Source: an optimization exercise on an open RTL-to-GDS flow (aim: small area, a short achievable clock period and few clock cycles per item). Production flows keep margins and buffers that such runs may drop. RTL that was checked went through simulation tests only; none was proved equivalent to the original. Function not checked in run 1: the RTL went through the layout flow alone. No activity file was given, so power comes from the tool's default toggle rates.

**flow/design.v**
```verilog
module mul_axil (
  input  logic        Clk,
  input  logic        arst_n,
  input  logic        s_awvalid,
  output logic        s_awready,
  input  logic [7:0]  s_awaddr,
  input  logic        s_wvalid,
  output logic        s_wready,
  input  logic [31:0] s_wdata,
  input  logic [3:0]  s_wstrb,
  output logic        s_bvalid,
  input  logic        s_bready,
  output logic [1:0]  s_bresp,
  input  logic        s_arvalid,
  output logic        s_arready,
  input  logic [7:0]  s_araddr,
  output logic        s_rvalid,
  input  logic        s_rready,
  output logic [31:0] s_rdata,
  output logic [1:0]  s_rresp
);
  logic        bvalid, rvalid;
  logic        bresp_err;
  logic [31:0] rdata;
  logic [15:0] opa, opb;
  logic wr_fire, rd_fire, ctrl_go;
  logic aw_a, aw_b, aw_c;
  assign wr_fire = s_awvalid & s_wvalid & ~bvalid;
  assign rd_fire = s_arvalid & ~rvalid;
  assign aw_a = (s_awaddr == 8'h00);
  assign aw_b = (s_awaddr == 8'h04);
  assign aw_c = (s_awaddr == 8'h08);
  assign ctrl_go = wr_fire & aw_c & s_wstrb[0] & s_wdata[0];
  always_ff @(posedge Clk or negedge arst_n) begin
    if (!arst_n) begin
      opa <= '0;
      opb <= '0;
    end else begin
      if (wr_fire & aw_a & s_wstrb[0]) opa[7:0]  <= s_wdata[7:0];
      if (wr_fire & aw_a & s_wstrb[1]) opa[15:8] <= s_wdata[15:8];
      if (wr_fire & aw_b & s_wstrb[0]) opb[7:0]  <= s_wdata[7:0];
      if (wr_fire & aw_b & s_wstrb[1]) opb[15:8] <= s_wdata[15:8];
    end
  end
  logic        busy;           
  logic        fin;            
  logic [1:0]  cnt;            
  logic [3:0]  dig;            
  logic [15:0] hs, hc;
  logic [3:0]  ps, pc;
  logic [15:0] hi;
  logic [15:0] lo;
  logic        done;
  logic        has;            
  function automatic logic [39:0] csa(input logic [19:0] x, input logic [19:0] y,
                                      input logic [19:0] z);
    logic [19:0] s, c;
    s = x ^ y ^ z;
    c = ((x & y) | (x & z) | (y & z)) << 1;
    csa = {s, c};
  endfunction
  logic [4:0]  pr;
  logic [19:0] r0, r1, r2, r3, r4, r5;
  logic [19:0] s1, c1, s2, c2, s3, c3, sn, cn;
  assign pr = {1'b0, ps} + {1'b0, pc};
  assign r0 = {4'h0, hs & {16{busy}}};
  assign r1 = {4'h0, hc & {16{busy}}};
  assign r2 = {4'h0, opb & {16{dig[0]}}};
  assign r3 = {3'h0, opb & {16{dig[1]}}, pr[4] & busy};
  assign r4 = {2'h0, opb & {16{dig[2]}}, 2'h0};
  assign r5 = {1'h0, opb & {16{dig[3]}}, 3'h0};
  assign {s1, c1} = csa(r0, r1, r2);
  assign {s2, c2} = csa(r3, r4, r5);
  assign {s3, c3} = csa(s1, c1, s2);
  assign {sn, cn} = csa(s3, c3, c2);
  always_ff @(posedge Clk) begin
    hs <= sn[19:4];
    hc <= cn[19:4];
    ps <= sn[3:0];
    pc <= cn[3:0];
  end
  always_ff @(posedge Clk) begin
    if (busy | fin) begin
      lo <= {pr[3:0], lo[15:4]};
    end
    if (fin) begin
      hi <= hs + hc + {15'h0, pr[4]};
    end
  end
  always_ff @(posedge Clk or negedge arst_n) begin
    if (!arst_n) begin
      cnt  <= '0;
      busy <= 1'b0;
      fin  <= 1'b0;
      done <= 1'b0;
      has  <= 1'b0;
    end else begin
      if (ctrl_go | busy) begin
        cnt <= cnt + 2'd1;
      end
      if (ctrl_go) begin
        busy <= 1'b1;
        has  <= 1'b1;
      end else if (cnt == 2'd3) begin
        busy <= 1'b0;
      end
      fin <= busy & (cnt == 2'd3);
      if (ctrl_go) begin
        done <= 1'b0;
      end else if (busy & (cnt == 2'd1)) begin
        done <= 1'b1;
      end
    end
  end
  always_ff @(posedge Clk) begin
    if (busy) begin
      case (cnt)
        2'd1:    dig <= opa[11:8];
        2'd2:    dig <= opa[15:12];
        default: dig <= opa[3:0];
      endcase
    end else begin
      dig <= ctrl_go ? opa[7:4] : opa[3:0];
    end
  end
  logic sel_a, sel_b, sel_p, st_done, rd_err;
  logic [7:0] ra;
  assign ra = s_araddr;
  always_ff @(posedge Clk or negedge arst_n) begin
    if (!arst_n) begin
      bvalid <= 1'b0;
      rvalid <= 1'b0;
    end else begin
      if (wr_fire)       bvalid <= 1'b1;
      else if (s_bready) bvalid <= 1'b0;
      if (rd_fire)       rvalid <= 1'b1;
      else if (s_rready) rvalid <= 1'b0;
    end
  end
  always_ff @(posedge Clk) begin
    if (!bvalid) bresp_err <= ~(aw_a | aw_b | aw_c);
    if (!rvalid) begin
      sel_a   <= (ra == 8'h00);
      sel_b   <= (ra == 8'h04);
      sel_p   <= (ra == 8'h10) & ~busy & has;
      st_done <= (ra == 8'h0C) & done;
      rd_err  <= ~((ra == 8'h00) | (ra == 8'h04) | (ra == 8'h08) | (ra == 8'h0C)
                   | (ra == 8'h10));
    end
  end
  assign rdata = ({32{sel_p}} & {hi, lo})
               | {16'h0, {16{sel_a}} & opa}
               | {16'h0, {16{sel_b}} & opb}
               | {31'h0, st_done};
  assign s_awready = ~bvalid;
  assign s_wready  = ~bvalid;
  assign s_bvalid  = bvalid;
  assign s_bresp   = {bresp_err, 1'b0};
  assign s_arready = ~rvalid;
  assign s_rvalid  = rvalid;
  assign s_rdata   = rdata;
  assign s_rresp   = {rd_err, 1'b0};
endmodule
```
**flow/flow/run.sh**
```bash
#!/bin/bash
# Standard layout, with plain buffers on the ports and resizing not tied to
# cell footprints. Each step's own log is also kept under orfs/logs/.
set -euo pipefail
bash standard.sh \
  "BUFFER_PORTS_ARGS=-buffer_cell sky130_fd_sc_hd__buf_1" \
  MATCH_CELL_FOOTPRINT=0 \
  finish > standard.log 2>&1
```
**flow/standard.sh**
```bash
#!/bin/bash
# synth_recipe.tcl (not shown) runs the flow's synth.tcl, then flattens the netlist and writes it again
# the make line also repeats each setting of config.mk as NAME=value (left out here)
make -C /OpenROAD-flow-scripts/flow DESIGN_CONFIG=/design/flow/config.mk WORK_HOME=/design/flow/orfs CLKGATE_MAP_FILE= SYNTH_SCRIPT=/design/flow/synth_recipe.tcl "${@:-finish}"
```
**flow/config.mk**
```make
export PLATFORM = sky130hd
export DESIGN_NAME = mul_axil
export DESIGN_NICKNAME = mul_axil
export VERILOG_FILES = /design/flow/design.v
export SDC_FILE = /design/flow/constraint.sdc
export NUM_CORES = 4
export LEC_CHECK = 0
export CAP_MARGIN = 20
export CORE_MARGIN = 2
export CORE_UTILIZATION = 60
export CTS_BUF_LIST = sky130_fd_sc_hd__clkbuf_4
export SETUP_SLACK_MARGIN = 0.8
export SLEW_MARGIN = 20
```
**flow/constraint.sdc**
```tcl
create_clock -name core_clock -period 3.2 [get_ports {Clk}]
set_input_delay 0.6400 -clock core_clock [delete_from_list [all_inputs] [get_ports {Clk}]]
set_output_delay 0.6400 -clock core_clock [all_outputs]
set_load 0.01 [all_outputs]
```
==> results of run 1 <==
-- stage by stage --
step	util	hold slack (ns)	std cells
4_1_cts	0.699	0.203	851
2_1_floorplan	-	0.344	604
6_report	0.718	0.204	860
3_5_place_dp	0.660	0.393	804
3_3_place_gp	0.660	0.392	804
5_1_grt	0.718	0.213	860
-- critical path, stage by stage, from the launching register on --
cell and delay (ns):
dfxtp_2 0.36, ha_4 0.13, fa_2 0.18, inv_2 0.04, fa_2 0.36, fa_2 0.36
nand2b_4 0.16, a211oi_4 0.24, o21ai_2 0.11, a21oi_4 0.19, o22ai_2 0.10, xnor2_1 0.13
-- flip-flops by register name, indices dropped and copies added (netlist names), 2 cells and up --
name and flops:
opb 16, pc 2, dig 4, opa 16, cnt 2, hs 15
hi 16, ps 4, lo 16, hc 16
-- power breakdown --
part	total, uW	internal (uW)	switching, uW
logic	243	103	140
registers	1600	1580	24.0
clock network	948	369	579
-- cell type report --
type / instances / area [sq um]
tap: 140 / 175
multi-input combinational: 390 / 3560
clock inverter: 15 / 113
clock buffer: 17 / 128
inverter: 74 / 282
sequential: 119 / 2980
timing repair buffer: 105 / 612
fill: 828 / 3080
-- placed cells by master, fill, tap and decap left out, types with 3 or more instances in the layout --
master | netlist | layout
clkbuf_2 | 0 | 7
dfxtp_1 | 41 | 35
inv_1 | 74 | 72
nand2b_1 | 4 | 3
buf_4 | 5 | 12
fa_1 | 62 | 59
nor4_1 | 4 | 4
buf_2 | 1 | 5
a21o_1 | 7 | 7
buf_1 | 0 | 66
clkinvlp_4 | 0 | 4
buf_6 | 0 | 11
dfxtp_4 | 0 | 4
a21oi_1 | 9 | 8
ha_1 | 26 | 25
xnor2_1 | 8 | 8
nand3_1 | 8 | 8
and2_1 | 31 | 30
clkbuf_4 | 0 | 17
a222oi_1 | 15 | 15
clkinv_1 | 0 | 5
nor3_1 | 9 | 9
fa_2 | 0 | 3
edfxtp_1 | 38 | 38
nand2_1 | 92 | 89
mux2_2 | 32 | 32
or3_1 | 3 | 3
nor2_1 | 21 | 21
a211oi_1 | 5 | 3
clkinv_2 | 0 | 3
nor2b_1 | 3 | 3
dfrtp_1 | 40 | 39
o21ai_0 | 12 | 10
-- cell families after synthesis --
logic type | Yosys count
muxes | 34
buffers and inverters | 95
other | 1
adders and majority gates | 88
and+or+nand+nor | 189
DFF | 119
AOI/OAI and AO/OA | 67
xor gates and xnor gates | 10
-- repair_timing --
action	4_1_cts	5_1_grt
setup endpoints to repair	69	39
setup buffers	15	7
gates resized for setup	28	34
cloned	0	2
pin swaps	18	15
-- worst max-delay path by stage --
stage	start	endpoint	slack (ns)	cells after the start
finish	ps[2]$_DFF_P_	hi[14]$_DFFE_PP_	0.60	11
global route	ps[2]$_DFF_P_	hi[12]$_DFFE_PP_	0.49	12
CTS	ps[2]$_DFF_P_	hi[12]$_DFFE_PP_	0.51	11
detailed placement	ps[2]$_DFF_P_	hi[15]$_DFFE_PP_	0.40	10
global placement	ps[2]$_DFF_P_	hi[15]$_DFFE_PP_	0.43	10
floorplan	ps[2]$_DFF_P_	hi[14]$_DFFE_PP_	0.79	11
-- layer usage --
layer / part of all wire / track usage / vias up / wire length [um]
met2: 0.48 / 0.437 / 142 / 7190
li1: - / - / 2232 / -
met1: 0.45 / 0.354 / 2326 / 6680
met3: 0.052 / 0.0570 / 28 / 783
met5: 0 / 0 / - / 0
met4: 0.022 / 0.104 / 0 / 336
==> flow_summary_export.csv, run 1 <==
group,metric,value,unit
yosys,syn_area,6790,sq um
yosys,synth_xor_area_frac,0.0129,
routing,firstDrtPassIters,9,
floorplan,fp.dieW,110,um
cts,htree_levels,4,
yosys,synth_flop_cell,"dfxtp_1",
routing,post_drt_wl_per_cell,17.4,um
placement,place_area,7220,sq um
power_and_ir_drop,power.density,355,nW/um^2
placement,port_buffers,79,
run_status,status,"no timing/DRC/antenna violations",
critical_path,arrival,2.91,ns
power_and_ir_drop,leakage,0.00351,uW
sta,rsz0062_at_grt,"true",
floorplan,die-area,12200,sq um
placement,pre_cts_slack,0.400,ns
critical_path,end_kind,"flop",
global_routing,first_global_vias,4871,
critical_path,r2r-start,"ps[2]$_DFF_P_",
global_routing,grt_pass1_wl,23600,um
cts,clk_pin_slew_worst_paths,0.10,ns
final_layout,drive_gt1_frac,0.188,
sta,fin_tns_setup,0,ns
global_routing,grt_antenna_before_repair,0,
yosys,yosysTopAreaCell,"fa_1",
yosys,synth_top_area_frac,0.183,
floorplan,die_h,110,um
yosys,syn_inst,603,
sta,layout_min_cycle_time,2.60,ns
sta,fin_ws,0.602,ns
worst_hold_path,hold_path_class,"in2async",
cts,ctsHoldBuffers,0,
yosys,synth_edf_count,38,
critical_path,timing.rr.end,"hi[14]$_DFFE_PP_",
final_layout,syn2layout_area_growth,15.7,%
critical_path,startpoint_type,"flop",
cts,cts_buffers,17,
sta,setup_violations,0,
sta,clock_skew,0.0138,ns
cts,tritoncts,"built",
floorplan,coreArea,10900,sq um
sta,slew_headroom,0.396,
critical_path,reg2reg_slack,0.60,ns
routing,drt-initial-drc-count,304,
yosys,synthMuxAreaShare,0.0560,
yosys,synth_top_family_by_area,"adder cells",
yosys,synth_seq_area_share,0.436,
floorplan,initial_core_util,0.621,
critical_path,cp_max_fo,3,
global_routing,grt.total_usage,0.268,
floorplan,io_pins,100,
routing,drcViolationCount,0,
yosys,synth_common_cells,"92 x nand2_1, 74 x inv_1, 62 x fa_1",
yosys,yosysMostFrequentCell,"nand2_1",
yosys,ys_warn_count,1,
placement,hpwl,10600,um
yosys,synth_seq_cells,119,
yosys,ys_types,51,
sta,worstMarginPinSlew,0.905,ns
yosys,post_synth.cell_area_avg,11.3,sq um
routing,final_antenna_net_count,0,
cts,cts_root_buffer,"clkbuf_4",
final_layout,finalInstanceArea,7850,sq um
critical_path,crit_type,"reg2reg",
cts,clockBufferDepth,2,
routing,avgViaCountPerCell,5.50,
yosys,synth_fa_ha_area_frac,0.231,
global_routing,grt_max_degree,41,
routing,wirelength,15000,um
routing,num_vias,4728,
flow_run,cap_violations,0,
sta,drv_slew,0,
yosys,async_reset_ff_frac,0.336,
cts,clock_latency,0.56,ns
power_and_ir_drop,ir_drop,0.270,mV
cts,cts.sink_count,119,
sta,finalHoldViolCount,0,
floorplan,placementRows,38,
sta,fin_crit_sh,0.812,
placement,routabilityCongestion,0.842,
yosys,yosys.area_share.simple,0.134,
final_layout,diodes,0,
critical_path,r2r_cells,11,
global_routing,overflow,0,
final_layout,finish.net_count,854,
sta,timing.fmax,0.385,GHz
power_and_ir_drop,total_power,2790,uW
critical_path,crit_required,3.51,ns
yosys,synth_compound_area_frac,0.0739,
yosys,yosys-top-cells-area,"fa_1 18%, edfxtp_1 17%, dfrtp_1 15%, dfxtp_1 12%, mux2_2 5.3%",
==> inputs of run 2 (changes only) <==
--- a/flow/design.v
+++ b/flow/design.v
@@ -48,8 +48,8 @@
   logic [3:0]  dig;            
   logic [15:0] hs, hc;
   logic [3:0]  ps, pc;
-  logic [15:0] hi;
-  logic [15:0] lo;
+  logic [19:0] hi;
+  logic [11:0] lo;
   logic        done;
   logic        has;            
   function automatic logic [39:0] csa(input logic [19:0] x, input logic [19:0] y,
@@ -80,11 +80,11 @@
     pc <= cn[3:0];
   end
   always_ff @(posedge Clk) begin
-    if (busy | fin) begin
-      lo <= {pr[3:0], lo[15:4]};
+    if (busy) begin
+      lo <= {pr[3:0], lo[11:4]};
     end
     if (fin) begin
-      hi <= hs + hc + {15'h0, pr[4]};
+      hi <= {hs, ps} + {hc, pc};
     end
   end
   always_ff @(posedge Clk or negedge arst_n) begin
==> flow/config.mk (replaced) <==
export PLATFORM = sky130hd
export DESIGN_NAME = mul_axil
export DESIGN_NICKNAME = mul_axil
export VERILOG_FILES = /design/flow/design.v
export SDC_FILE = /design/flow/constraint.sdc
export NUM_CORES = 4
export LEC_CHECK = 0
export CAP_MARGIN = 0
export CORE_MARGIN = 2
export CORE_UTILIZATION = 55
export CTS_BUF_LIST = sky130_fd_sc_hd__clkbuf_4 sky130_fd_sc_hd__clkbuf_8
export SETUP_SLACK_MARGIN = 0.8
export SLEW_MARGIN = 0
==> run 2 against run 1 <==
Effect of this change: synthesized cell count up 4.5%; die area increased by 11%; clock power grew 36%; largest power group unchanged.
==> flow_summary_export.csv, run 2 <==
group,metric,value,unit
placement,hpwl,11200,um
yosys,synth_top_area_frac,0.173,
sta,finalHoldViolCount,0,
routing,avgViaCountPerCell,5.49,
final_layout,drive_gt1_frac,0.134,
critical_path,startpoint_type,"flop",
global_routing,grt_antenna_before_repair,0,
critical_path,crit_path_frequent_cell,"buf_12",
global_routing,grt_max_degree,32,
routing,drt-initial-drc-count,386,
sta,layout_min_cycle_time,2.33,ns
yosys,yosysMostFrequentCell,"nand2_1",
sta,fin_hold_ws,0.291,ns
yosys,yosys-top-cells-area,"fa_1 17%, edfxtp_1 16%, dfrtp_1 14%, dfxtp_1 12%, nand2_1 5.6%",
final_layout,largest_reg_flops,20,
cts,htree_levels,4,
final_layout,finalInstanceArea,7940,sq um
placement,place_area,7380,sq um
final_layout,final_common_cell,"nand2_1",
routing,final_antenna_net_count,0,
final_layout,diodes,0,
critical_path,max_stage_delay,0.43,ns
worst_hold_path,hold_path_class,"in2async",
sta,timing.fmax,0.428,GHz
critical_path,worst_path_max_delay_cell,"edfxtp_1",
yosys,synth_seq_cells,119,
sta,rsz0062_at_grt,"true",
critical_path,arrival,1.69,ns
placement,routabilityCongestion,0.802,
yosys,async_reset_ff_frac,0.336,
global_routing,first_global_vias,4920,
power_and_ir_drop,power.density,391,nW/um^2
yosys,yosysTopAreaCell,"fa_1",
floorplan,fp.dieW,116,um
cts,clockBufferDepth,2,
yosys,ys_types,54,
cts,cts_root_buffer,"clkbuf_8",
floorplan,coreArea,12500,sq um
critical_path,cp_max_fo,14,
yosys,ys_warn_count,1,
yosys,syn_area,6940,sq um
critical_path,crit_type,"reg2out",
routing,firstDrtPassIters,5,
floorplan,initial_core_util,0.557,
final_layout,syn2layout_area_growth,14.4,%
placement,port_buffers,79,
floorplan,die_h,116,um
sta,clock_skew,0.0156,ns
cts,cts_buffers,17,
cts,cts.sink_count,119,
power_and_ir_drop,ir_drop,0.296,mV
yosys,synth_edf_count,38,
cts,clock_latency,0.44,ns
critical_path,end_kind,"primary output",
floorplan,die-area,13500,sq um
sta,drv_slew,0,
floorplan,placementRows,41,
routing,wirelength,15300,um
cts,ctsHoldBuffers,0,
critical_path,path_cells,"buf_12 -> buf_12 -> a222oi_1 -> inv_1 -> buf_1",
yosys,synth_flop_cell,"dfxtp_1",
final_layout,final_cell_mix,"103 x nand2_1, 78 x buf_1, 72 x inv_1",
sta,slew_headroom,0.283,
sta,fin_crit_sh,0.730,
yosys,post_synth.cell_area_avg,11.0,sq um
final_layout,instances_no_fill,904,
final_layout,final_util,0.637,
routing,post_drt_wl_per_cell,17.0,um
power_and_ir_drop,leakage,0.00344,uW
global_routing,grt.total_usage,0.242,
final_layout,top_register,"hi",
critical_path,crit_required,2.56,ns
flow_run,cap_violations,0,
floorplan,io_pins,100,
yosys,syn_inst,630,
yosys,synth_common_cells,"104 x nand2_1, 72 x inv_1, 60 x fa_1",
sta,worstMarginPinSlew,1.08,ns
run_status,status,"no timing/DRC/antenna violations",
cts,clk_pin_slew_worst_paths,0.08,ns
placement,placed_cells,863,
yosys,synth_seq_area_share,0.427,
cts,tritoncts,"built",
sta,fin_tns_setup,0,ns
final_layout,finish.net_count,866,
global_routing,grt_pass1_wl,24300,um
routing,drcViolationCount,0,
sta,setup_violations,0,
global_routing,overflow,0,
routing,num_vias,4967,
-- run 2: kinds of logic after synthesis --
logic type	after synthesis	synth area share
fa+ha+maj	88	0.224
buf+inv	94	0.0537
xor+xnor	13	0.0164
simple gates	204	0.139
compound gates	78	0.0862
mux	33	0.0534
other cells	1	0.000541
flops	119	0.427
-- run 2: cell type report --
cell class	instances	area (sq um)
sequential	119	2980
multi-input combinational	418	3640
clock inverter	14	126
timing repair buffer	91	458
tap	172	215
inverter	72	270
fill	1059	4530
clock buffer	18	248
-- run 2: per-stage QoR --
step	worst slack (ns)	power, uW
floorplan	0.790	1740
global placement	0.540	1830
detailed placement	0.489	1830
CTS	0.830	3130
global route	0.751	3220
finish	0.866	3110
-- run 2: worst paths after layout --
check,start,endpoint,slack (ns),cells after the start
hold reg to reg,lo[11]$_DFFE_PP_,lo[7]$_DFFE_PP_,0.46,0
setup reg to reg,ps[2]$_DFF_P_,hi[16]$_DFFE_PP_,0.87,7
setup / recovery,sel_p$_DFFE_PN_,s_rdata[13],0.87,5
max in group asynchronous,arst_n,opb[14]$_DFFE_PN0P_,2.24,2
min in group core_clock,s_rready,rvalid$_DFFE_PN0P_,0.35,2
hold / removal,arst_n,opb[8]$_DFFE_PN0P_,0.29,1
-- run 2: timing repair --
action                                  in CTS  in global routing
pin swaps                                    1                  4
endpoints found under the setup margin      63                 18
buffers inserted                             5                  4
resized for setup                            8                  9
-- run 2: report_power, final --
part	internal (uW)	switching, uW	leakage, uW	total [uW]
registers	1580	24.7	0.00120	1600
logic	86.9	132	0.00207	219
clock network	636	651	0.000179	1290
-- run 2: worst max-delay path: cells and delay by family (launching register included) --
kind / cells / cell delay [ns]
compound gates: 1 / 0.29
buf+inv: 4 / 0.52
flops: 1 / 0.43
-- run 2: per-layer routing --
metal,vias up,share of wire,track usage
li1,2307,-,-
met1,2510,0.45,0.329
met2,134,0.50,0.394
met3,16,0.045,0.0545
met4,0,0.0080,0.0738
met5,-,0,0
Testbench counts of run 2, summed over its fixed seeds: cycles 5,120, items 512.
==> inputs of run 3 (changes only) <==
--- a/flow/config.mk
+++ b/flow/config.mk
@@ -5,9 +5,9 @@
 export SDC_FILE = /design/flow/constraint.sdc
 export NUM_CORES = 4
 export LEC_CHECK = 0
-export CAP_MARGIN = 0
+export CAP_MARGIN = 10
 export CORE_MARGIN = 2
 export CORE_UTILIZATION = 55
 export CTS_BUF_LIST = sky130_fd_sc_hd__clkbuf_4 sky130_fd_sc_hd__clkbuf_8
 export SETUP_SLACK_MARGIN = 0.8
-export SLEW_MARGIN = 0
+export SLEW_MARGIN = 10
==> run 3 against run 2 <==
Effect of this change: still clean on timing, DRC and antenna; combinational power barely moved; die area unchanged; critical path depth stayed put; worst hold slack is the same; critical endpoint unchanged; highest routed layer unchanged.
==> flow_summary_export.csv, run 3 <==
group,metric,value,unit
run_status,status,"no timing/DRC/antenna violations",
routing,final_antenna_net_count,0,
yosys,ys_warn_count,1,
final_layout,fillers,1059,
yosys,syn_area,6940,sq um
floorplan,initial_core_util,0.557,
routing,avgViaCountPerCell,5.49,
final_layout,diodes,0,
cts,clk_pin_slew_worst_paths,0.08,ns
global_routing,grt.busiest_layer,"met2",
yosys,yosys-top-cells-area,"fa_1 17%, edfxtp_1 16%, dfrtp_1 14%, dfxtp_1 12%, nand2_1 5.6%",
floorplan,fp.dieW,116,um
yosys,async_reset_ff_frac,0.336,
routing,num_vias,4967,
power_and_ir_drop,power.density,391,nW/um^2
global_routing,first_global_vias,4920,
final_layout,final_common_cell,"nand2_1",
yosys,ys_types,54,
power_and_ir_drop,total_power,3110,uW
critical_path,max_stage_delay,0.43,ns
final_layout,finalInstanceArea,7940,sq um
cts,htree_levels,4,
yosys,synth_compound_area_frac,0.0862,
cts,ctsHoldBuffers,0,
critical_path,cp_max_fo,14,
critical_path,arrival,1.69,ns
placement,routabilityCongestion,0.802,
final_layout,final_cell_mix,"103 x nand2_1, 78 x buf_1, 72 x inv_1",
routing,post_drt_wl_per_cell,17.0,um
power_and_ir_drop,ir_drop,0.296,mV
critical_path,worst_path_max_delay_cell,"edfxtp_1",
global_routing,grt_pass1_wl,24300,um
yosys,synth_xor_area_frac,0.0164,
routing,wirelength,15300,um
sta,fin_crit_sh,0.730,
final_layout,finish.net_count,866,
sta,slew_headroom,0.283,
global_routing,grt_antenna_before_repair,0,
critical_path,path_cells,"buf_12 -> buf_12 -> a222oi_1 -> inv_1 -> buf_1",
placement,port_buffers,79,
cts,cts_buffers,17,
sta,clock_skew,0.0156,ns
critical_path,startpoint_type,"flop",
flow_run,cap_violations,0,
critical_path,crit_required,2.56,ns
yosys,syn_inst,630,
critical_path,crit_type,"reg2out",
global_routing,use_met3,0.0545,
yosys,yosysTopAreaCell,"fa_1",
yosys,synth_top_area_frac,0.173,
cts,clockBufferDepth,2,
routing,drt-initial-drc-count,386,
yosys,synth_seq_cells,119,
yosys,synth_seq_area_share,0.427,
floorplan,io_pins,100,
final_layout,syn2layout_area_growth,14.4,%
routing,firstDrtPassIters,5,
cts,tritoncts,"built",
floorplan,coreArea,12500,sq um
yosys,synth_common_cells,"104 x nand2_1, 72 x inv_1, 60 x fa_1",
critical_path,crit_buf_inv,4,
global_routing,use_met1,0.329,
cts,clock_latency,0.44,ns
critical_path,crit_path_frequent_cell,"buf_12",
sta,drv_slew,0,
sta,timing.fmax,0.428,GHz
global_routing,met2_usage,0.394,
final_layout,largest_reg_flops,20,
placement,hpwl,11200,um
yosys,synth_top_family_by_area,"adder cells",
cts,cts_root_buffer,"clkbuf_8",
final_layout,top_register,"hi",
yosys,post_synth.cell_area_avg,11.0,sq um
sta,rsz0062_at_grt,"true",
power_and_ir_drop,leakage,0.00344,uW
floorplan,placementRows,41,
global_routing,overflow,0,
yosys,yosysMostFrequentCell,"nand2_1",
critical_path,end_kind,"primary output",
floorplan,die_h,116,um
final_layout,drive_gt1_frac,0.134,
routing,drcViolationCount,0,
sta,fin_tns_setup,0,ns
placement,place_area,7380,sq um
yosys,synth_edf_count,38,
worst_hold_path,hold_path_class,"in2async",
global_routing,grt.total_usage,0.242,
global_routing,grt_max_degree,32,
sta,layout_min_cycle_time,2.33,ns
sta,setup_violations,0,
critical_path,cp_top_family,"buffers and inverters",
sta,worstMarginPinSlew,1.08,ns
yosys,synthMuxAreaShare,0.0534,
sta,finalHoldViolCount,0,
yosys,synth_flop_cell,"dfxtp_1",
yosys,synth_fa_ha_area_frac,0.224,
cts,cts.sink_count,119,
floorplan,die-area,13500,sq um
yosys,yosys.area_share.simple,0.139,
[run 3: cell counts in the layout (fill, tap and decap cells not counted)]
Identical to the previous run, type by type.
[run 3: cell families (layout without fill, tap and decap cells)]
group                      Yosys count  count (layout)
AOI/OAI and AO/OA                   78              78
xor gates and xnor gates            13              13
adders and majority gates           88              88
buffers and inverters               94             195
DFF                                119             119
muxes                               33              33
other                                1               2
and+or+nand+nor                    204             204
[run 3: final timing paths]
kind / cells past startpoint / start / endpoint / slack (ns)
setup / recovery: 5 / sel_p$_DFFE_PN_ / s_rdata[13] / 0.87
min in group core_clock: 2 / s_rready / rvalid$_DFFE_PN0P_ / 0.35
hold / removal: 1 / arst_n / opb[8]$_DFFE_PN0P_ / 0.29
hold reg to reg: 0 / lo[11]$_DFFE_PP_ / lo[7]$_DFFE_PP_ / 0.46
setup reg to reg: 7 / ps[2]$_DFF_P_ / hi[16]$_DFFE_PP_ / 0.87
max in group asynchronous: 2 / arst_n / opb[14]$_DFFE_PN0P_ / 2.24
[run 3: routing by layer]
layer / wire length (um) / part of all wire
met1: 6850 / 0.45
met2: 7680 / 0.50
met3: 696 / 0.045
met4: 123 / 0.0080
met5: 0 / 0
[run 3: per-stage QoR]
step / hold slack (ns) / setup WS [ns] / instances / util
after floorplan: 0.344 / 0.790 / 631 / -
after detailed placement: 0.430 / 0.489 / 863 / 0.592
final: 0.291 / 0.866 / 904 / 0.637
after global routing: 0.332 / 0.751 / 904 / 0.637
after CTS: 0.287 / 0.830 / 900 / 0.631
after global placement: 0.435 / 0.540 / 863 / 0.592
[run 3: timing repair]
item / 4_1_cts / 5_1_grt
buffers inserted: 5 / 4
pin swaps: 1 / 4
gates resized for setup: 8 / 9
endpoints found under the setup margin: 63 / 18
[run 3: where the power goes]
part           leakage (uW)  switching [uW]  internal (uW)
sequential          0.00120            24.7           1580
clock              0.000179             651            636
combinational       0.00207             132           86.9
[run 3: final cells by class]
| class | count | area (sq um) | share of cell area |
|---|---|---|---|
| Clock buffer | 18 | 248 | 0.0312 |
| Tap cell | 172 | 215 | 0.0271 |
| Timing Repair Buffer | 91 | 458 | 0.0577 |
| Inverter | 72 | 270 | 0.0340 |
| Multi-Input combinational cell | 418 | 3640 | 0.459 |
| Sequential cell | 119 | 2980 | 0.375 |
| Clock inverter | 14 | 126 | 0.0159 |
==> inputs of run 4 (changes only) <==
==> flow/flow/run.sh (replaced) <==
#!/bin/bash
# Standard layout, with plain buffers on the ports, resizing not tied to
# cell footprints, and adders left to ABC instead of full-adder cells.
# Each step's own log is also kept under orfs/logs/.
set -euo pipefail
bash standard.sh \
  "BUFFER_PORTS_ARGS=-buffer_cell sky130_fd_sc_hd__buf_1" \
  MATCH_CELL_FOOTPRINT=0 \
  ADDER_MAP_FILE= \
  finish > standard.log 2>&1
==> flow/config.mk (replaced) <==
export PLATFORM = sky130hd
export DESIGN_NAME = mul_axil
export DESIGN_NICKNAME = mul_axil
export VERILOG_FILES = /design/flow/design.v
export SDC_FILE = /design/flow/constraint.sdc
export NUM_CORES = 4
export LEC_CHECK = 0
export CAP_MARGIN = 20
export CORE_MARGIN = 2
export CORE_UTILIZATION = 75
export CTS_BUF_LIST = sky130_fd_sc_hd__clkbuf_4 sky130_fd_sc_hd__clkbuf_8
export CTS_CLUSTER_SIZE = 30
export SETUP_SLACK_MARGIN = 0.7
export SLEW_MARGIN = 20
==> run 4 against run 3 <==
Effect of this change: final cell count is 6.5% higher; clock-buffer cell count is 4 higher; sequential share of layout area is 0.35 points lower; largest power group unchanged; highest routed layer unchanged.
==> flow_summary_export.csv, run 4 <==
group,metric,value,unit
global_routing,grt_max_degree,41,
cts,clock_latency,0.42,ns
final_layout,finish.net_count,880,
floorplan,initial_core_util,0.774,
final_layout,final_common_cell,"nand2_1",
global_routing,use_met1,0.416,
floorplan,coreArea,9240,sq um
sta,worstMarginPinSlew,0.965,ns
floorplan,die-area,10300,sq um
yosys,yosysTopAreaCell,"edfxtp_1",
critical_path,max_stage_delay,0.40,ns
routing,drcViolationCount,0,
floorplan,placementRows,35,
cts,clk_pin_slew_worst_paths,0.08,ns
final_layout,drive_gt1_frac,0.112,
global_routing,grt.total_usage,0.338,
power_and_ir_drop,ir_drop,0.484,mV
floorplan,io_pins,100,
critical_path,worst_path_max_delay_cell,"a2111oi_4",
routing,firstDrtPassIters,6,
sta,fin_ws,0.674,ns
critical_path,end_kind,"flop",
routing,final_antenna_net_count,0,
yosys,synth_common_cells,"115 x nand2_1, 93 x xnor2_1, 51 x xor2_1",
yosys,synth_flop_cell,"dfxtp_1",
sta,setup_violations,0,
critical_path,cp_max_fo,5,
global_routing,grt_antenna_before_repair,0,
final_layout,syn2layout_area_growth,11.5,%
routing,drt-initial-drc-count,475,
cts,htree_levels,4,
flow_run,cap_violations,0,
critical_path,r2r_cells,8,
critical_path,crit_required,3.36,ns
yosys,yosys-top-cells-area,"edfxtp_1 16%, dfrtp_1 14%, dfxtp_1 11%, xnor2_1 11%, xor2_1 6.2%",
yosys,syn_area,7160,sq um
worst_hold_path,hold_path_class,"in2async",
sta,layout_min_cycle_time,2.53,ns
final_layout,final_cell_mix,"115 x nand2_1, 93 x xnor2_1, 78 x buf_1",
sta,fin_tns_setup,0,ns
global_routing,overflow,0,
sta,clock_skew,0.0153,ns
placement,port_buffers,79,
cts,cts.sink_count,119,
power_and_ir_drop,power.density,395,nW/um^2
routing,post_drt_wl_per_cell,17.7,um
global_routing,grt_pass1_wl,27000,um
cts,cts_buffers,17,
critical_path,arrival,2.69,ns
routing,avgViaCountPerCell,6.09,
yosys,ys_types,53,
sta,fin_crit_sh,0.789,
yosys,ys_warn_count,1,
run_status,status,"no timing/DRC/antenna violations",
critical_path,r2r-start,"pc[2]$_DFF_P_",
placement,hpwl,11700,um
sta,slew_headroom,0.357,
global_routing,met2_usage,0.592,
sta,timing.fmax,0.396,GHz
final_layout,largest_reg_flops,20,
global_routing,first_global_vias,5792,
cts,tritoncts,"built",
cts,clockBufferDepth,2,
power_and_ir_drop,leakage,0.00303,uW
placement,routabilityCongestion,0.825,
yosys,syn_inst,743,
final_layout,seqCellArea,2970,sq um
sta,drv_slew,0,
sta,finalHoldViolCount,0,
global_routing,grt.busiest_layer,"met2",
yosys,synth_top_area_frac,0.159,
routing,num_vias,5863,
yosys,synth_edf_count,38,
global_routing,use_met3,0.0607,
cts,ctsHoldBuffers,0,
yosys,yosysMostFrequentCell,"nand2_1",
yosys,synth_seq_area_share,0.414,
sta,rsz0062_at_grt,"true",
final_layout,top_register,"hi",
critical_path,timing.rr.end,"hi[16]$_DFFE_PP_",
critical_path,startpoint_type,"flop",
final_layout,multiInputGateArea,3960,sq um
yosys,async_reset_ff_frac,0.336,
final_layout,fillers,487,
critical_path,path_cells,"a21oi_1 -> o21ai_1 -> a221o_1 -> a21oi_2 -> o31ai_2 -> maj3_2 -> a2111oi_4 -> a211oi_2",
routing,wirelength,17100,um
placement,pre_cts_slack,0.672,ns
critical_path,crit_type,"reg2reg",
yosys,synth_seq_cells,119,
floorplan,fp.dieW,102,um
critical_path,reg2reg_slack,0.67,ns
floorplan,die_h,102,um
cts,cts_root_buffer,"clkbuf_8",
yosys,post_synth.cell_area_avg,9.63,sq um
final_layout,diodes,0,
run 4: power by group:
group	leakage, uW	internal (uW)	switching, uW
Sequential	0.00127	1580	39.8
Combinational	0.00156	52.7	87.1
Clock	0.000198	774	621
run 4: layer usage:
| layer | vias up | share of wire |
|---|---|---|
| met2 | 297 | 0.51 |
| met1 | 2793 | 0.39 |
| met3 | 58 | 0.071 |
| li1 | 2715 | - |
| met4 | 0 | 0.034 |
| met5 | - | 0 |
run 4: cell families (layout without fill, tap and decap cells):
family | count (synthesis) | in the layout | share of synthesized area
other | 1 | 2 | 0.000524
adders and majority gates | 41 | 41 | 0.0575
buffers and inverters | 58 | 148 | 0.0344
DFF | 119 | 119 | 0.414
and+or+nand+nor | 222 | 222 | 0.136
AOI/OAI and AO/OA | 114 | 114 | 0.113
muxes | 44 | 44 | 0.0678
xor gates and xnor gates | 144 | 144 | 0.176
run 4: timing repair:
item                                    in CTS  in global routing
endpoints found under the setup margin      32                 25
gates resized for setup                      0                  3
cloned                                       0                  0
buffers inserted                             1                  6
pin swaps                                    0                  1
run 4: cell type report:
type / count / area share
Multi-Input combinational cell: 567 / 0.496
Tap cell: 129 / 0.0202
Clock inverter: 10 / 0.0152
Inverter: 27 / 0.0127
Sequential cell: 119 / 0.372
Timing Repair Buffer: 89 / 0.0483
Clock buffer: 22 / 0.0364
run 4: worst max-delay path by stage:
stage / start / end / slack, ns
after floorplan: hs[0]$_DFF_P_ / hi[16]$_DFFE_PP_ / 1.01
after global placement: s_awaddr[5] / opb[2]$_DFFE_PN0P_ / 0.75
after detailed placement: s_awaddr[5] / opb[5]$_DFFE_PN0P_ / 0.67
after CTS: sel_p$_DFFE_PN_ / s_rdata[24] / 0.70
after global routing: pc[2]$_DFF_P_ / hi[16]$_DFFE_PP_ / 0.59
final: pc[2]$_DFF_P_ / hi[16]$_DFFE_PP_ / 0.67
run 4: per-stage QoR:
stage          hold slack, ns  instance area, sq um  power [uW]   util  cells
5_1_grt                 0.382                  7980        3230  0.864    963
6_report                0.340                  7980        3150  0.864    963
4_1_cts                 0.372                  7920        3140  0.857    957
3_5_place_dp            0.441                  7500        1770  0.811    924
2_1_floorplan           0.344                  7160        1710      -    744
3_3_place_gp            0.431                  7500        1760  0.811    924
run 4: critical path: cells and delay by family (launching register included):
family | cells | cell delay [ns]
AO/OA/AOI/OAI | 7 | 1.53
flip-flops | 1 | 0.37
adder cells (fa/ha/maj) | 1 | 0.37
==> inputs of run 5 (changes only) <==
==> flow/flow/run.sh (replaced) <==
#!/bin/bash
# Standard layout, with plain buffers on the ports, resizing not tied to
# cell footprints and a clock tree without dummy loads. Each step's own log
# is also kept under orfs/logs/.
set -euo pipefail
bash standard.sh \
  "BUFFER_PORTS_ARGS=-buffer_cell sky130_fd_sc_hd__buf_1" \
  MATCH_CELL_FOOTPRINT=0 \
  "CTS_ARGS=-repair_clock_nets -buf_list {sky130_fd_sc_hd__clkbuf_8} -dont_use_dummy_load" \
  finish > standard.log 2>&1
--- a/flow/config.mk
+++ b/flow/config.mk
@@ -7,8 +7,7 @@
 export LEC_CHECK = 0
 export CAP_MARGIN = 20
 export CORE_MARGIN = 2
-export CORE_UTILIZATION = 75
+export CORE_UTILIZATION = 55
 export CTS_BUF_LIST = sky130_fd_sc_hd__clkbuf_4 sky130_fd_sc_hd__clkbuf_8
-export CTS_CLUSTER_SIZE = 30
-export SETUP_SLACK_MARGIN = 0.7
+export SETUP_SLACK_MARGIN = 0.8
 export SLEW_MARGIN = 20
==> run 5 against run 4 <==
Effect of this change: still clean; flip-flop and latch count unchanged; area after synthesis decreased by 3.0%; global-route usage decreased by 9.6 points; setup slack improved by 0.19 ns; sequential share of layout area increased by 1.1 points; utilization decreased by 24 points; die area increased by 31%; register-to-register slack improved by 0.19 ns; critical path type is now reg2out; critical endpoint is now s_rdata[13]; highest routed layer unchanged.
==> flow_summary_export.csv, run 5 <==
group,metric,value,unit
floorplan,coreArea,12500,sq um
critical_path,r2r-start,"pc[2]$_DFF_P_",
critical_path,timing.rr.end,"hi[16]$_DFFE_PP_",
final_layout,final_cell_mix,"103 x nand2_1, 78 x buf_1, 72 x inv_1",
yosys,synth_flop_cell,"dfxtp_1",
critical_path,end_kind,"primary output",
floorplan,placementRows,41,
sta,drv_slew,0,
placement,hpwl,11200,um
critical_path,r2r_cells,7,
routing,final_antenna_net_count,0,
sta,worstMarginPinSlew,1.08,ns
sta,fin_hold_ws,0.282,ns
routing,wirelength,15200,um
sta,finalHoldViolCount,0,
cts,cts_root_buffer,"clkbuf_8",
cts,cts_buffers,17,
sta,slew_headroom,0.283,
floorplan,die-area,13500,sq um
global_routing,overflow,0,
critical_path,crit_type,"reg2out",
yosys,async_reset_ff_frac,0.336,
power_and_ir_drop,leakage,0.00339,uW
sta,rsz0062_at_grt,"true",
flow_run,cap_violations,0,
sta,timing.fmax,0.428,GHz
worst_hold_path,hold_path_class,"in2async",
yosys,ys_warn_count,1,
yosys,syn_inst,630,
yosys,synth_seq_cells,119,
routing,post_drt_wl_per_cell,17.1,um
critical_path,startpoint_type,"flop",
yosys,synth_common_cells,"104 x nand2_1, 72 x inv_1, 60 x fa_1",
global_routing,grt.total_usage,0.242,
global_routing,grt_pass1_wl,24200,um
cts,clockBufferDepth,2,
floorplan,die_h,116,um
floorplan,initial_core_util,0.557,
routing,firstDrtPassIters,6,
yosys,syn_area,6940,sq um
global_routing,grt_max_degree,32,
cts,tritoncts,"built",
cts,ctsHoldBuffers,0,
global_routing,grt_antenna_before_repair,0,
final_layout,largest_reg_flops,20,
placement,place_area,7380,sq um
global_routing,first_global_vias,4891,
final_layout,syn2layout_area_growth,12.5,%
sta,layout_min_cycle_time,2.34,ns
yosys,yosysTopAreaCell,"fa_1",
final_layout,final_common_cell,"nand2_1",
yosys,yosysMostFrequentCell,"nand2_1",
sta,clock_skew,0.0316,ns
critical_path,crit_required,2.56,ns
cts,clock_latency,0.45,ns
critical_path,cp_max_fo,14,
yosys,synth_top_area_frac,0.173,
cts,htree_levels,4,
sta,setup_violations,0,
floorplan,io_pins,100,
yosys,ys_types,54,
power_and_ir_drop,power.density,358,nW/um^2
floorplan,fp.dieW,116,um
final_layout,finish.net_count,866,
sta,fin_tns_setup,0,ns
placement,port_buffers,79,
power_and_ir_drop,ir_drop,0.240,mV
cts,clk_pin_slew_worst_paths,0.08,ns
placement,routabilityCongestion,0.802,
final_layout,diodes,0,
cts,cts.sink_count,119,
routing,drt-initial-drc-count,337,
routing,num_vias,4877,
run_status,status,"no timing/DRC/antenna violations",
final_layout,drive_gt1_frac,0.117,
yosys,synth_seq_area_share,0.427,
routing,avgViaCountPerCell,5.49,
yosys,post_synth.cell_area_avg,11.0,sq um
critical_path,reg2reg_slack,0.86,ns
final_layout,top_register,"hi",
sta,fin_crit_sh,0.731,
critical_path,arrival,1.70,ns
yosys,yosys-top-cells-area,"fa_1 17%, edfxtp_1 16%, dfrtp_1 14%, dfxtp_1 12%, nand2_1 5.6%",
routing,drcViolationCount,0,
final_layout,finalInstanceArea,7800,sq um
yosys,synth_edf_count,38,
==> run 5: cell types whose count changed in the layout (fill, tap and decap cells not counted), moves of 7 or more <==
| cell | before | now |
|---|---|---|
| a21oi_1 | 39 | 9 |
| and2_1 | 25 | 34 |
| fa_1 | 0 | 59 |
| ha_1 | 0 | 27 |
| inv_1 | 27 | 72 |
| maj3_1 | 40 | 0 |
| mux2i_1 | 8 | 1 |
| nand2_1 | 115 | 103 |
| nor2_1 | 47 | 24 |
| o21a_1 | 14 | 4 |
| xnor2_1 | 93 | 9 |
| xor2_1 | 51 | 4 |
==> run 5: kinds of logic after synthesis <==
family | synth area share
AO/OA/AOI/OAI | 0.0862
XOR/XNOR | 0.0164
adder cells (fa/ha/maj) | 0.224
buffers and inverters | 0.0537
flip-flops | 0.427
multiplexers | 0.0534
other | 0.000541
AND/OR/NAND/NOR | 0.139
==> run 5: cell type report <==
class	count	area [sq um]
Tap cell	172	215
Timing Repair Buffer	91	458
Fill cell	1063	4660
Clock buffer	17	234
Inverter	72	270
Sequential cell	119	2980
Multi-Input combinational cell	418	3640
==> run 5: critical path, cell delays in order, from the launching register on <==
cell and delay [ns]:
edfxtp_1 0.43, buf_12 0.18, buf_12 0.13, a222oi_1 0.29, inv_1 0.08, buf_1 0.13
==> run 5: worst max path at each step <==
| stage | from | end | slack, ns |
|---|---|---|---|
| 4_1_cts | sel_p$_DFFE_PN_ | s_rdata[11] | 0.82 |
| 6_report | sel_p$_DFFE_PN_ | s_rdata[13] | 0.86 |
| 5_1_grt | opb[0]$_DFFE_PN0P_ | ps[3]$_DFF_P_ | 0.74 |
| 3_3_place_gp | ps[2]$_DFF_P_ | hi[16]$_DFFE_PP_ | 0.54 |
| 2_1_floorplan | busy$_DFFE_PN0P_ | ps[3]$_DFF_P_ | 0.79 |
| 3_5_place_dp | ps[2]$_DFF_P_ | hi[18]$_DFFE_PP_ | 0.49 |
==> run 5: stage by stage <==
stage | std cells | total power [uW] | worst slack [ns] | util
finish | 889 | 2800 | 0.861 | 0.626
global route | 889 | 2910 | 0.743 | 0.626
CTS | 885 | 2820 | 0.823 | 0.620
detailed placement | 863 | 1830 | 0.489 | 0.592
global placement | 863 | 1830 | 0.540 | 0.592
floorplan | 631 | 1740 | 0.790 | -
==> run 5: power breakdown <==
part	total (uW)	switching [uW]	leakage (uW)	internal [uW]
clock	976	512	0.000122	465
combinational	220	133	0.00207	86.9
sequential	1600	24.5	0.00120	1580
==> run 5: routing by layer <==
layer | global-route usage | up-vias | routed length, um
met1 | 0.327 | 2443 | 6660
met3 | 0.0586 | 20 | 745
li1 | - | 2287 | -
met4 | 0.0738 | 0 | 190
met5 | 0 | - | 0
met2 | 0.392 | 127 | 7620
==> run 5: repair_timing <==
item                                    4_1_cts  5_1_grt
setup buffers                                 5        4
endpoints found under the setup margin       63       20
hold endpoints to repair                      0        0
pin swaps                                     1        4
gates resized for setup                       8       10
==> inputs of run 6 (changes only) <==
--- a/flow/flow/run.sh
+++ b/flow/flow/run.sh
@@ -6,5 +6,5 @@
 bash standard.sh \
   "BUFFER_PORTS_ARGS=-buffer_cell sky130_fd_sc_hd__buf_1" \
   MATCH_CELL_FOOTPRINT=0 \
-  "CTS_ARGS=-repair_clock_nets -buf_list {sky130_fd_sc_hd__clkbuf_8} -dont_use_dummy_load" \
+  "CTS_ARGS=-sink_clustering_enable -repair_clock_nets -sink_clustering_size 40 -sink_clustering_max_diameter 300 -buf_list {sky130_fd_sc_hd__clkbuf_4 sky130_fd_sc_hd__clkbuf_8} -dont_use_dummy_load" \
   finish > standard.log 2>&1
==> run 6 against run 5 <==
Effect of this change: global-route usage stayed put; fmax stayed put; sequential share of layout area stayed put; routed wire length stayed put; first-iteration DRC count stayed put; sequential power hardly changed; critical path type unchanged.
==> flow_summary_export.csv, run 6 <==
group,metric,value,unit
power_and_ir_drop,ir_drop,0.240,mV
global_routing,overflow,0,
routing,firstDrtPassIters,6,
final_layout,largest_reg_flops,20,
cts,cts_buffers,17,
critical_path,cp_max_fo,14,
cts,tritoncts,"built",
final_layout,syn2layout_area_growth,12.5,%
worst_hold_path,hold_path_class,"in2async",
cts,clk_pin_slew_worst_paths,0.08,ns
cts,clockBufferDepth,2,
routing,wirelength,15200,um
placement,port_buffers,79,
final_layout,drive_gt1_frac,0.117,
yosys,synth_edf_count,38,
global_routing,grt.total_usage,0.242,
final_layout,multiInputGateArea,3640,sq um
floorplan,die-area,13500,sq um
sta,fin_hold_ws,0.282,ns
critical_path,r2r_cells,7,
power_and_ir_drop,leakage,0.00339,uW
final_layout,seqCellArea,2980,sq um
critical_path,cp_top_family,"buffers and inverters",
sta,rsz0062_at_grt,"true",
floorplan,die_h,116,um
cts,htree_levels,4,
yosys,ys_warn_count,1,
sta,finalHoldViolCount,0,
final_layout,diodes,0,
sta,drv_slew,0,
yosys,ys_types,54,
critical_path,crit_end,"s_rdata[13]",
global_routing,grt_antenna_before_repair,0,
routing,drcViolationCount,0,
final_layout,finish.net_count,866,
floorplan,fp.dieW,116,um
sta,worstMarginPinSlew,1.08,ns
yosys,synth_seq_area_share,0.427,
flow_run,cap_violations,0,
power_and_ir_drop,power.density,358,nW/um^2
final_layout,top_register,"hi",
critical_path,crit_path_start,"sel_p$_DFFE_PN_",
yosys,yosysTopAreaCell,"fa_1",
final_layout,final_common_cell,"nand2_1",
floorplan,placementRows,41,
routing,post_drt_wl_per_cell,17.1,um
yosys,synth_top_area_frac,0.173,
sta,layout_min_cycle_time,2.34,ns
cts,ctsHoldBuffers,0,
global_routing,grt_max_degree,32,
routing,num_vias,4877,
cts,cts.sink_count,119,
critical_path,end_kind,"primary output",
global_routing,grt_pass1_wl,24200,um
routing,final_antenna_net_count,0,
cts,cts_root_buffer,"clkbuf_8",
critical_path,crit_path_frequent_cell,"buf_12",
floorplan,coreArea,12500,sq um
sta,fin_crit_sh,0.731,
floorplan,initial_core_util,0.557,
final_layout,final_cell_mix,"103 x nand2_1, 78 x buf_1, 72 x inv_1",
yosys,syn_area,6940,sq um
critical_path,timing.rr.end,"hi[16]$_DFFE_PP_",
critical_path,crit_type,"reg2out",
yosys,yosysMostFrequentCell,"nand2_1",
critical_path,max_stage_delay,0.43,ns
critical_path,path_cells,"buf_12 -> buf_12 -> a222oi_1 -> inv_1 -> buf_1",
critical_path,crit_buf_inv,4,
critical_path,cp.depth,5,
global_routing,first_global_vias,4891,
yosys,syn_inst,630,
sta,slew_headroom,0.283,
yosys,post_synth.cell_area_avg,11.0,sq um
placement,hpwl,11200,um
run_status,status,"no timing/DRC/antenna violations",
critical_path,crit_required,2.56,ns
yosys,synth_seq_cells,119,
yosys,synth_common_cells,"104 x nand2_1, 72 x inv_1, 60 x fa_1",
sta,clock_skew,0.0316,ns
yosys,synth_flop_cell,"dfxtp_1",
critical_path,r2r-start,"pc[2]$_DFF_P_",
sta,timing.fmax,0.428,GHz
placement,routabilityCongestion,0.802,
critical_path,worst_path_max_delay_cell,"edfxtp_1",
yosys,async_reset_ff_frac,0.336,
critical_path,reg2reg_slack,0.86,ns
cts,clock_latency,0.45,ns
sta,fin_tns_setup,0,ns
sta,setup_violations,0,
floorplan,io_pins,100,
routing,drt-initial-drc-count,337,
routing,avgViaCountPerCell,5.49,
critical_path,arrival,1.70,ns
final_layout,fillers,1063,
yosys,yosys-top-cells-area,"fa_1 17%, edfxtp_1 16%, dfrtp_1 14%, dfxtp_1 12%, nand2_1 5.6%",
critical_path,startpoint_type,"flop",
-- run 6: how the worst min path moves through the flow --
stage / end / depth (start not counted) / start / slack [ns]
2_1_floorplan: busy$_DFFE_PN0P_ / 0 / arst_n / 0.34
3_3_place_gp: lo[2]$_DFFE_PP_ / 0 / lo[6]$_DFFE_PP_ / 0.44
3_5_place_dp: lo[8]$_DFFE_PP_ / 0 / ps[0]$_DFF_P_ / 0.43
4_1_cts: opa[4]$_DFFE_PN0P_ / 1 / arst_n / 0.28
5_1_grt: opa[4]$_DFFE_PN0P_ / 1 / arst_n / 0.33
6_report: opa[4]$_DFFE_PN0P_ / 1 / arst_n / 0.28
-- run 6: timing repair --
| item | 4_1_cts | 5_1_grt |
|---|---|---|
| resized for setup | 8 | 10 |
| pin swaps | 1 | 4 |
| endpoints found under the hold margin | 0 | 0 |
| cloned | 0 | 0 |
| setup endpoints to repair | 63 | 20 |
| buffers inserted | 5 | 4 |
-- run 6: layer usage --
layer / vias up / track usage / share of wire
li1: 2287 / - / -
met1: 2443 / 0.327 / 0.44
met2: 127 / 0.392 / 0.50
met3: 20 / 0.0586 / 0.049
met4: 0 / 0.0738 / 0.012
met5: - / 0 / 0
-- run 6: worst reg2reg max path: stages, from the launching register on --
cell and delay (ns):
dfxtp_1 0.31, ha_2 0.19, fa_2 0.39, a21o_1 0.23, a22o_4 0.25, o31ai_4 0.34
and2_4 0.21, o311ai_0 0.12
-- run 6: stage by stage --
stage	instance area, sq um	total power (uW)	cells	setup WS [ns]	util
floorplan	6970	1740	631	0.790	-
global placement	7380	1830	863	0.540	0.592
detailed placement	7380	1830	863	0.489	0.592
CTS	7730	2820	885	0.823	0.620
global route	7800	2910	889	0.743	0.626
finish	7800	2800	889	0.861	0.626
-- run 6: cells by family (layout without fill, tap and decap cells) --
family                   after synthesis  after routing  share of synthesized area
other                                  1              2                   0.000541
multiplexers                          33             33                     0.0534
AO/OA/AOI/OAI                         78             78                     0.0862
AND/OR/NAND/NOR                      204            204                      0.139
flip-flops                           119            119                      0.427
buffers and inverters                 94            180                     0.0537
adder cells (fa/ha/maj)               88             88                      0.224
XOR/XNOR                              13             13                     0.0164
-- run 6: cell type report --
cell class                      instances  area share
Inverter                               72      0.0346
Timing Repair Buffer                   91      0.0587
Sequential cell                       119       0.382
Multi-Input combinational cell        418       0.467
Tap cell                              172      0.0276
Clock buffer                           17      0.0300
-- run 6: report_power, final --
part	switching, uW	total, uW	leakage [uW]	internal, uW
sequential	24.5	1600	0.00120	1580
combinational	133	220	0.00207	86.9
clock	512	976	0.000122	465
total	669	2800	0.00339	2130
==> inputs of run 7 (changes only) <==
==> flow/flow/run.sh (replaced) <==
#!/bin/bash
# Standard layout, with plain buffers on the ports, resizing not tied to
# cell footprints and a clock tree without dummy loads. Each step's own log
# is also kept under orfs/logs/.
set -euo pipefail
bash standard.sh \
  "BUFFER_PORTS_ARGS=-buffer_cell sky130_fd_sc_hd__buf_1" \
  MATCH_CELL_FOOTPRINT=0 \
  "CTS_ARGS=-sink_clustering_enable -repair_clock_nets -sink_clustering_size 60 -sink_clustering_max_diameter 500 -buf_list {sky130_fd_sc_hd__clkbuf_16} -dont_use_dummy_load" \
  finish > standard.log 2>&1
==> run 7 against run 6 <==
Effect of this change: clock skew decreased by 0.017 ns; worst hold slack improved by 0.042 ns; critical path depth increased by 1; final cell count unchanged; clock power increased by 53%; first-iteration DRC count increased by 13%; global-route usage increased by 0.17 points; synthesized cell count unchanged; area after synthesis unchanged.
==> flow_summary_export.csv, run 7 <==
group,metric,value,unit
run_status,status,"no timing/DRC/antenna violations",
sta,fin_tns_setup,0,ns
routing,num_vias,4904,
final_layout,syn2layout_area_growth,15.0,%
critical_path,cp_max_fo,18,
final_layout,finish.net_count,866,
cts,htree_levels,4,
global_routing,grt_pass1_wl,24300,um
global_routing,overflow,0,
power_and_ir_drop,leakage,0.00347,uW
yosys,synth_seq_cells,119,
global_routing,grt_max_degree,32,
critical_path,arrival,2.59,ns
placement,placed_cells,863,
final_layout,final_common_cell,"nand2_1",
final_layout,instances_no_fill,889,
yosys,syn_inst,630,
global_routing,first_global_vias,4917,
routing,drcViolationCount,0,
routing,post_drt_wl_per_cell,17.3,um
yosys,synth_flop_cell,"dfxtp_1",
sta,slew_headroom,0.305,
power_and_ir_drop,combPwrFrac,0.067,
sta,setup_violations,0,
critical_path,startpoint_type,"flop",
critical_path,r2r_cells,6,
flow_run,cap_violations,0,
yosys,yosys-top-cells-area,"fa_1 17%, edfxtp_1 16%, dfrtp_1 14%, dfxtp_1 12%, nand2_1 5.6%",
cts,clk_pin_slew_worst_paths,0.05,ns
yosys,synth_top_area_frac,0.173,
placement,port_buffers,79,
cts,cts_buffers,17,
cts,tritoncts,"built",
sta,fin_crit_sh,0.723,
placement,routabilityCongestion,0.802,
yosys,ys_types,54,
final_layout,top_register,"hi",
sta,clock_skew,0.0148,ns
sta,layout_min_cycle_time,2.31,ns
sta,rsz0062_at_grt,"true",
critical_path,crit_type,"reg2reg",
final_layout,diodes,0,
cts,clock_latency,0.42,ns
yosys,synth_common_cells,"104 x nand2_1, 72 x inv_1, 60 x fa_1",
power_and_ir_drop,p_switching,738,uW
power_and_ir_drop,seqPwrFrac,0.484,
floorplan,io_pins,100,
power_and_ir_drop,switching_share,0.222,
routing,drt-initial-drc-count,381,
sta,timing.fmax,0.432,GHz
placement,hpwl,11200,um
routing,firstDrtPassIters,5,
floorplan,placementRows,41,
power_and_ir_drop,ir_drop,0.288,mV
power_and_ir_drop,p_int,2580,uW
sta,drv_slew,0,
yosys,syn_area,6940,sq um
floorplan,initial_core_util,0.557,
sta,fin_hold_ws,0.323,ns
floorplan,die_h,116,um
sta,finalHoldViolCount,0,
global_routing,grt_antenna_before_repair,0,
yosys,async_reset_ff_frac,0.336,
global_routing,grt.total_usage,0.244,
floorplan,die-area,13500,sq um
routing,wirelength,15300,um
yosys,synth_edf_count,38,
power_and_ir_drop,power.density,416,nW/um^2
yosys,synth_seq_area_share,0.427,
cts,clockBufferDepth,2,
power_and_ir_drop,clkPwrFrac,0.449,
final_layout,drive_gt1_frac,0.114,
cts,cts_root_buffer,"clkbuf_16",
cts,cts.sink_count,119,
final_layout,largest_reg_flops,20,
final_layout,final_cell_mix,"103 x nand2_1, 78 x buf_1, 72 x inv_1",
critical_path,crit_required,3.47,ns
routing,final_antenna_net_count,0,
critical_path,end_kind,"flop",
yosys,yosysMostFrequentCell,"nand2_1",
power_and_ir_drop,total_power,3320,uW
floorplan,coreArea,12500,sq um
yosys,ys_warn_count,1,
yosys,post_synth.cell_area_avg,11.0,sq um
floorplan,fp.dieW,116,um
worst_hold_path,hold_path_class,"in2async",
sta,worstMarginPinSlew,1.04,ns
yosys,yosysTopAreaCell,"fa_1",
routing,avgViaCountPerCell,5.52,
## run 7: cell count changes in the layout (fill, tap and decap cells not counted)
cell / previous run / this run
ha_2: 1 / 0
a22o_4: 1 / 0
clkbuf_8: 17 / 0
clkbuf_16: 0 / 17
a2111oi_0: 1 / 2
dfxtp_4: 4 / 2
and2_1: 34 / 33
a22o_1: 0 / 1
and2_4: 2 / 3
a2111oi_2: 1 / 0
dfxtp_2: 0 / 2
ha_1: 27 / 28
## run 7: per-stage QoR
stage / cell area, sq um / worst slack [ns] / utilization
after floorplan: 6970 / 0.790 / -
after global placement: 7380 / 0.540 / 0.592
after detailed placement: 7380 / 0.489 / 0.592
after CTS: 7920 / 0.856 / 0.636
after global routing: 7980 / 0.764 / 0.640
final: 7980 / 0.888 / 0.640
## run 7: critical path: stages, from the launching register on
cell and delay, ns:
dfrtp_4 0.50, buf_12 0.16, nand2_1 0.08, fa_1 0.44, fa_1 0.49, inv_1 0.05, fa_1 0.45
## run 7: layout make-up
| class | instances | area [sq um] |
|---|---|---|
| Timing Repair Buffer | 91 | 458 |
| Inverter | 72 | 270 |
| Fill cell | 1037 | 4490 |
| Tap cell | 172 | 215 |
| Clock buffer | 17 | 425 |
| Sequential cell | 119 | 2980 |
| Multi-Input combinational cell | 418 | 3630 |
## run 7: per-layer routing
metal | vias to the layer above | share of wire | GRT usage
met4 | 0 | 0.016 | 0.0873
met2 | 140 | 0.50 | 0.395
met5 | - | 0 | 0
met1 | 2443 | 0.44 | 0.326
met3 | 24 | 0.051 | 0.0550
li1 | 2297 | - | -
## run 7: timing repair
action | CTS | global route
gates resized for setup | 8 | 5
endpoints found under the setup margin | 60 | 18
setup buffers | 5 | 4
pin swaps | 1 | 2
hold buffers | 0 | 0
## run 7: path summary, 6_finish.rpt
kind	start	end	slack (ns)
setup / recovery	busy$_DFFE_PN0P_	hs[3]$_DFF_P_	0.89
hold / removal	arst_n	opb[8]$_DFFE_PN0P_	0.32
setup reg to reg	busy$_DFFE_PN0P_	hs[3]$_DFF_P_	0.89
hold reg to reg	lo[11]$_DFFE_PP_	lo[7]$_DFFE_PP_	0.45
max in group asynchronous	arst_n	opb[15]$_DFFE_PN0P_	2.21
min in group core_clock	s_rready	rvalid$_DFFE_PN0P_	0.38
## run 7: logic make-up (layout without fill, tap and decap cells)
group,count (synthesis),count (layout),synth area share
other cells,1,2,0.000541
simple gates,204,204,0.139
buf+inv,94,180,0.0537
xor+xnor,13,13,0.0164
fa+ha+maj,88,88,0.224
mux,33,33,0.0534
flops,119,119,0.427
compound gates,78,78,0.0862
## run 7: power groups by stage
stage               registers (uW)  logic, uW  clock network [uW]
floorplan                     1630        113                   0
global placement              1650        172                   0
detailed placement            1660        175                   0
CTS                           1610        216                1520
global route                  1610        242                1580
finish                        1610        221                1490
==> inputs of run 8 (changes only) <==
==> flow/flow/run.sh (replaced) <==
#!/bin/bash
# Standard layout, with plain buffers on the ports, resizing not tied to
# cell footprints and a clock tree without dummy loads. Each step's own log
# is also kept under orfs/logs/.
set -euo pipefail
bash standard.sh \
  "BUFFER_PORTS_ARGS=-buffer_cell sky130_fd_sc_hd__buf_1" \
  MATCH_CELL_FOOTPRINT=0 \
  "CTS_ARGS=-sink_clustering_enable -repair_clock_nets -sink_clustering_size 30 -buf_list {sky130_fd_sc_hd__clkbuf_4 sky130_fd_sc_hd__clkbuf_8} -dont_use_dummy_load" \
  RECOVER_POWER=100 \
  finish > standard.log 2>&1
==> run 8 against run 7 <==
Effect of this change: now fails the layout checks on max-capacitance violations, max-slew violations; worst hold slack better by 0.023 ns; global-route usage decreased by 0.17 points; clock power fell by 34%; fmax decreased by 10%; routed wire length fell by 0.48%; flip-flop and latch count unchanged; register-to-register slack got worse by 0.27 ns; via count fell by 0.24%; critical path type unchanged; sequential share of layout area is 1.3 points higher; synthesized cell count is the same.
==> flow_summary_export.csv, run 8 <==
group,metric,value,unit
yosys,yosys-top-cells-area,"fa_1 17%, edfxtp_1 16%, dfrtp_1 14%, dfxtp_1 12%, nand2_1 5.6%",
global_routing,use_met3,0.0586,
routing,final_antenna_net_count,0,
final_layout,diodes,0,
cts,cts_root_buffer,"clkbuf_8",
placement,routabilityCongestion,0.802,
yosys,yosysTopAreaCell,"fa_1",
flow_run,cap_violations,1,
sta,fin_crit_sh,0.807,
worst_hold_path,hold_path_class,"in2reg",
yosys,yosysMostFrequentCell,"nand2_1",
yosys,async_reset_ff_frac,0.336,
sta,drv_slew,32,
worst_hold_path,min_to,"rvalid$_DFFE_PN0P_",
cts,cts_buffers,17,
critical_path,max_stage_delay,0.69,ns
yosys,synth_common_cells,"104 x nand2_1, 72 x inv_1, 60 x fa_1",
sta,slew_headroom,-0.177,
sta,fin_tns_setup,0,ns
placement,port_buffers,79,
critical_path,r2r_cells,5,
global_routing,grt_max_degree,32,
floorplan,io_pins,100,
routing,avgViaCountPerCell,5.50,
global_routing,first_global_vias,4891,
cts,tritoncts,"built",
floorplan,initial_core_util,0.557,
sta,worstMarginPinSlew,1.77,ns
sta,finalHoldViolCount,0,
yosys,synth_edf_count,38,
yosys,synth_seq_area_share,0.427,
routing,firstDrtPassIters,5,
global_routing,grt.busiest_layer,"met2",
cts,clk_pin_slew_worst_paths,0.08,ns
routing,post_drt_wl_per_cell,17.2,um
sta,timing.fmax,0.387,GHz
final_layout,top_register,"hi",
final_layout,largest_reg_flops,20,
critical_path,worst_path_max_delay_cell,"dfxtp_1",
floorplan,die_h,116,um
power_and_ir_drop,power.density,361,nW/um^2
yosys,synth_seq_cells,119,
critical_path,reg2reg_slack,0.62,ns
floorplan,die-area,13500,sq um
worst_hold_path,hold_start,"s_rready",
cts,ctsHoldBuffers,0,
yosys,synth_flop_cell,"dfxtp_1",
placement,place_area,7380,sq um
power_and_ir_drop,ir_drop,0.241,mV
critical_path,crit_type,"reg2reg",
global_routing,grt_pass1_wl,24200,um
global_routing,grt_antenna_before_repair,0,
global_routing,met2_usage,0.392,
cts,htree_levels,4,
routing,wirelength,15300,um
critical_path,path_cells,"nand2_1 -> fa_1 -> fa_1 -> inv_1 -> fa_1",
yosys,syn_inst,630,
run_status,status,"complete, but fails checks",
sta,layout_min_cycle_time,2.58,ns
critical_path,startpoint_type,"flop",
sta,rsz0062_at_grt,"true",
placement,hpwl,11200,um
critical_path,crit_path_frequent_cell,"fa_1",
run_status,violations,"max-capacitance violations, max-slew violations",
critical_path,crit_required,3.50,ns
floorplan,placementRows,41,
critical_path,end_kind,"flop",
critical_path,r2r-start,"dig[3]$_DFF_P_",
yosys,syn_area,6940,sq um
yosys,ys_types,54,
floorplan,fp.dieW,116,um
final_layout,final_cell_mix,"103 x nand2_1, 78 x buf_1, 72 x inv_1",
routing,drt-initial-drc-count,342,
final_layout,syn2layout_area_growth,11.2,%
worst_hold_path,whs_path_depth,2,
final_layout,finalInstanceArea,7710,sq um
yosys,synth_top_area_frac,0.173,
critical_path,arrival,2.88,ns
yosys,post_synth.cell_area_avg,11.0,sq um
global_routing,grt.total_usage,0.242,
sta,setup_violations,0,
final_layout,finish.net_count,866,
final_layout,drive_gt1_frac,0.0921,
yosys,ys_warn_count,1,
sta,clock_skew,0.0301,ns
power_and_ir_drop,leakage,0.00333,uW
final_layout,final_common_cell,"nand2_1",
routing,drcViolationCount,0,
critical_path,timing.rr.end,"hs[10]$_DFF_P_",
cts,cts.sink_count,119,
cts,clock_latency,0.45,ns
cts,clockBufferDepth,2,
routing,num_vias,4892,
global_routing,overflow,0,
floorplan,coreArea,12500,sq um
critical_path,cp_max_fo,16,
global_routing,use_met1,0.327,
==> run 8: how the worst max path moves through the flow <==
stage / end / slack, ns / from / depth (start not counted)
2_1_floorplan: ps[3]$_DFF_P_ / 0.79 / busy$_DFFE_PN0P_ / 7
3_3_place_gp: hi[16]$_DFFE_PP_ / 0.54 / ps[2]$_DFF_P_ / 7
3_5_place_dp: hi[18]$_DFFE_PP_ / 0.49 / ps[2]$_DFF_P_ / 7
4_1_cts: s_rdata[11] / 0.82 / sel_p$_DFFE_PN_ / 4
5_1_grt: hs[10]$_DFF_P_ / 0.48 / dig[3]$_DFF_P_ / 5
6_report: hs[10]$_DFF_P_ / 0.62 / dig[3]$_DFF_P_ / 5
==> run 8: timing repair <==
action                                  in CTS  in global routing
cloned                                       0                  0
setup buffers                                5                  4
resized for setup                            8                 10
pin swaps                                    1                  4
endpoints found under the setup margin      63                 20
==> run 8: power by group <==
part / switching (uW) / total (uW) / internal, uW
clock: 512 / 977 / 465
sequential: 24.6 / 1600 / 1580
combinational: 129 / 207 / 78.7
==> run 8: per-layer routing <==
layer / up-vias / wire length (um)
met3: 24 / 807
met4: 0 / 233
met5: - / 0
met2: 143 / 7550
met1: 2432 / 6670
li1: 2293 / -
==> run 8: stage by stage <==
step	utilization	setup WS (ns)	hold slack, ns	power, uW	instances
6_report	0.619	0.619	0.346	2790	889
5_1_grt	0.619	0.484	0.355	2900	889
4_1_cts	0.620	0.823	0.279	2820	885
3_5_place_dp	0.592	0.489	0.430	1830	863
3_3_place_gp	0.592	0.540	0.435	1830	863
2_1_floorplan	-	0.790	0.344	1740	631
==> run 8: area by class of cell <==
type	count	area, sq um
sequential	119	2980
tap	172	215
clock buffer	17	234
fill	1080	4750
inverter	72	270
timing repair buffer	91	422
multi-input combinational	418	3590
==> run 8: worst max-delay path: cells and delay by family, from the launching register on <==
family / cells / cell delay (ns)
adders and majority gates: 3 / 1.53
buffers and inverters: 1 / 0.05
DFF: 1 / 0.69
and+or+nand+nor: 1 / 0.16
==> run 8: cell families after synthesis <==
family,count (synthesis),synth area share
fa+ha+maj,88,0.224
flops,119,0.427
buf+inv,94,0.0537
other cells,1,0.000541
xor+xnor,13,0.0164
compound gates,78,0.0862
simple gates,204,0.139
mux,33,0.0534
